This is an optimization exercise on Yosys and OpenROAD, whose aim is a short achievable clock period and few clock cycles per item, not a production implementation. In this exercise RTL edits were held to simulation tests only and were not proved equivalent to the original. Power and IR drop assume default switching activity.

Setup of exp/garnet:
// pipelineCpu
module pipelineCpu (
	input  logic           CLK,
	input  logic           RST,
	output cpuPkg::wordT   imemAddr,
	input  cpuPkg::wordT   imemData,
	output cpuPkg::wordT   dmemAddr,
	output cpuPkg::wordT   dmemWData,
	output logic           dmemRead,
	output logic           dmemWrite,
	input  cpuPkg::wordT   dmemRData,
	output logic           wbValid,
	output cpuPkg::regIdxT wbReg,
	output cpuPkg::wordT   wbData
);
Size: ~100 I/O pins.
==> flow/config.mk <==
export PLATFORM = sky130hd
export DESIGN_NAME = pipelineCpu
export DESIGN_NICKNAME = pipelineCpu
export VERILOG_FILES = /design/flow/design.v
export SDC_FILE = /design/flow/constraint.sdc
export NUM_CORES = 4
export LEC_CHECK = 0
export CAP_MARGIN = 20
export CORE_MARGIN = 2
export CORE_UTILIZATION = 55
export SETUP_SLACK_MARGIN = 3.8
export SLEW_MARGIN = 20
==> flow/constraint.sdc <==
create_clock -name core_clock -period 6.2 [get_ports {CLK}]
set_input_delay 1.2400 -clock core_clock [delete_from_list [all_inputs] [get_ports {CLK}]]
set_output_delay 1.2400 -clock core_clock [all_outputs]
set_load 0.01 [all_outputs]
standard.sh (not shown) runs the stock make flow with config.mk's settings and CLKGATE_MAP_FILE= SYNTH_SCRIPT=/design/flow/synth_recipe.tcl, a recipe that flattens the netlist after the stock synthesis.
==> flow/flow/run.sh <==
#!/bin/bash
# Standard layout, except that the combinational logic of the standard synthesis is
# mapped again by ABC with a delay-driven script before floorplanning. The standard
# synthesis's registers (cells and instance names) are kept as they are.
set -euo pipefail
W=$(pwd)
F=$W/flow
R=$W/orfs/results/$FLOW_PLATFORM/pipelineCpu/base
LIB=$FLOW_HOME/platforms/$FLOW_PLATFORM/lib/sky130_fd_sc_hd__tt_025C_1v80.lib
YOSYS=$(command -v yosys || true)
if [[ -z "$YOSYS" ]]; then YOSYS=$FLOW_HOME/../tools/install/yosys/bin/yosys; fi

# 1. the standard synthesis
bash standard.sh synth > $W/log_1_synth.txt 2>&1
cp $R/1_2_yosys.v $W/standard_synth.v

# 2. map the combinational logic again; registers stay as instances
SEQ=$(tr '\n' ' ' < $F/seqcells.txt)
DU=$(cat $F/dontuse.txt $F/resyn_avoid.txt | sed "s/^/-dont_use /" | tr "\n" " ")
printf 'set_driving_cell sky130_fd_sc_hd__buf_1\nset_load 5\n' > $W/resyn.constr
cat > $W/resyn.ys <<EOY
read_liberty -ignore_miss_func $LIB
setattr -mod -set keep_hierarchy 1 $SEQ
read_verilog $W/standard_synth.v
hierarchy -top $FLOW_TOP
flatten
opt_clean -purge
abc -script $F/resyn.abc -liberty $LIB $DU -constr $W/resyn.constr
opt_clean -purge
hilomap -singleton -hicell sky130_fd_sc_hd__conb_1 HI -locell sky130_fd_sc_hd__conb_1 LO
insbuf -buf sky130_fd_sc_hd__buf_4 A X
rename -hide w:*.*
opt_clean -purge
select $FLOW_TOP
write_verilog -noattr -nohex -nodec -selected $W/resyn.v
EOY
if ! $YOSYS -l $W/log_2_resynth.txt -q $W/resyn.ys > /dev/null 2>&1; then
  # a simpler script if the first one fails on this netlist
  sed "s#$F/resyn.abc#$F/resyn_safe.abc#" $W/resyn.ys > $W/resyn_safe.ys
  $YOSYS -l $W/log_2_resynth_safe.txt -q $W/resyn_safe.ys > /dev/null 2>&1
fi

# the registers must be the standard synthesis's, instance for instance
regs() { grep -E '^ *sky130_fd_sc_hd__[a-z0-9_]+ ' "$1" | awk '{print $1, $2}' | grep -F -w -f $F/seqcells.txt | sort; }
if ! diff <(regs $W/standard_synth.v) <(regs $W/resyn.v) > $W/log_regdiff.txt; then
  echo "registers differ after remapping" >&2
  exit 1
fi
cp $W/resyn.v $R/1_2_yosys.v
touch $R/1_2_yosys.v

# 3. the rest of the standard layout
bash standard.sh > $W/log_3_layout.txt 2>&1
test -f $W/out/final.def
Other scripts of this flow, unchanged in this note and not shown: flow/flow/dontuse.txt, flow/flow/resyn.abc, flow/flow/resyn_avoid.txt, flow/flow/resyn_safe.abc, flow/flow/seqcells.txt
Testbench counts of exp/garnet, summed over its fixed seeds: cycles 10,451, instrs 10,210.
--- input diff exp/garnet..exp/zinc ---
# exp/garnet
export LEC_CHECK = 0
export CAP_MARGIN = 20
export CORE_MARGIN = 2
export CORE_UTILIZATION = 55
export SETUP_SLACK_MARGIN = 3.8
export SLEW_MARGIN = 20
create_clock -name core_clock -period 6.2 [get_ports {CLK}]
# exp/zinc
export LEC_CHECK = 0
export CAP_MARGIN = 20
export CORE_MARGIN = 2
export CORE_UTILIZATION = 50
export SETUP_SLACK_MARGIN = 4.2
export SLEW_MARGIN = 20
create_clock -name core_clock -period 6.2 [get_ports {CLK}]
### Flow results
- Final cycle utilization of the critical path in exp/zinc is 1.1 points below exp/garnet.
- Setup slack ends up higher on exp/zinc.
- exp/zinc: endpoint arrival time on the critical path is 0.07 ns lower than what exp/garnet reported.
- Summary: with exp/garnet as the reference, clock tree buffer count of the final layout in exp/zinc moved down by a few percent.
- In exp/zinc, placed instance area is higher than in exp/garnet.
- Diff exp/garnet and exp/zinc: proportion of layout cells with a drive suffix above 1 higher in exp/zinc
- In exp/zinc, the number of search-and-repair iterations in the first detailed-routing pass came out 2 above the value in exp/garnet.
- Diff exp/garnet and exp/zinc: global-route track usage on met1 higher in exp/garnet
- exp/zinc vs. exp/garnet: layout overhead on the synthesized area up 16 points; count of cells resized by post-cts repair up 419.
Modified inputs, exp/indigo compared to exp/zinc
# exp/zinc
export LEC_CHECK = 0
export CAP_MARGIN = 20
export CORE_MARGIN = 2
export CORE_UTILIZATION = 50
export SETUP_SLACK_MARGIN = 4.2
export SLEW_MARGIN = 20
create_clock -name core_clock -period 6.2 [get_ports {CLK}]
# exp/indigo
export LEC_CHECK = 0
export CAP_MARGIN = 20
export CORE_MARGIN = 2
export CORE_UTILIZATION = 45
export SETUP_SLACK_MARGIN = 3.8
export SLEW_MARGIN = 20
create_clock -name core_clock -period 6.2 [get_ports {CLK}]
Notes after the runs:
Layout overhead on the synthesized area in exp/indigo is 13 points below exp/zinc.
Compared with exp/zinc, exp/indigo degrades core region area.
Number of cells after detailed placement is higher on exp/indigo
Note that the combinational power recorded for exp/zinc amounts to 1.17 times the value seen in exp/indigo.
Compared to exp/zinc, the router laid down less metal wire for exp/indigo.

pipelineCpu again, from the RTL that the note above started with.
==> flow/config.mk <==
export PLATFORM = sky130hd
export DESIGN_NAME = pipelineCpu
export DESIGN_NICKNAME = pipelineCpu
export VERILOG_FILES = /design/flow/design.v
export SDC_FILE = /design/flow/constraint.sdc
export NUM_CORES = 4
export LEC_CHECK = 0
export CAP_MARGIN = 20
export CORE_MARGIN = 2
export CORE_UTILIZATION = 40
export SETUP_SLACK_MARGIN = 3.8
export SLEW_MARGIN = 20
==> flow/constraint.sdc <==
create_clock -name core_clock -period 6.2 [get_ports {CLK}]
set_input_delay 1.2400 -clock core_clock [delete_from_list [all_inputs] [get_ports {CLK}]]
set_output_delay 1.2400 -clock core_clock [all_outputs]
set_load 0.01 [all_outputs]
Scripts as last shown in full above: flow/flow/run.sh
Other scripts of this flow, unchanged in this note and not shown: flow/flow/dontuse.txt, flow/flow/resyn.abc, flow/flow/resyn_avoid.txt, flow/flow/resyn_safe.abc, flow/flow/seqcells.txt
The first run produced a clean layout.
Testbench counts at the start, summed over its fixed seeds: cycles 10,451, instrs 10,210.
Then changed:
- CORE_UTILIZATION: 40 -> 60
- SETUP_SLACK_MARGIN: 3.8 -> 4.2
With this change the flow aborted during global routing (GRT-0232).
Area after synthesis does not change.
Synthesized cell count does not change.

[re-timing with driven ports]
How much do the figures lean on ideal ports? The routed layouts below were timed once more, with nothing changed but the port constraints. Step 1, drivers: a clkbuf_16 drives CLK and a buf_2 each remaining input, both assumed. Step 2 adds t to the input delays and takes it off the output delays; t is the mean of the earliest and latest rising clock arrival at the registers after step 1. Input paths then give back, and output paths get back, about the clock's delay inside the block. Three values: ideal, step 1, step 2; two values: the first two.
run | t, ns | setup slack, ns | worst setup path at the end | worst register clock-pin slew, ns
exp/garnet | 0.690 | 3.513 / 3.551 / 2.862 | input to register | 0.07 / 0.07
exp/zinc | 0.702 | 3.583 / 3.550 / 3.045 | input to register | 0.07 / 0.07
exp/indigo | 0.709 | 3.578 / 3.560 / 2.961 | input to register | 0.07 / 0.07
the first run of note 2 | 0.702 | 3.573 / 3.551 / 2.944 | input to register | 0.07 / 0.07
After both steps setup and hold are still met in every run listed. For exp/garnet, which loses most, drivers alone change the setup slack by +0.038 ns; drivers and shift together by -0.651 ns.
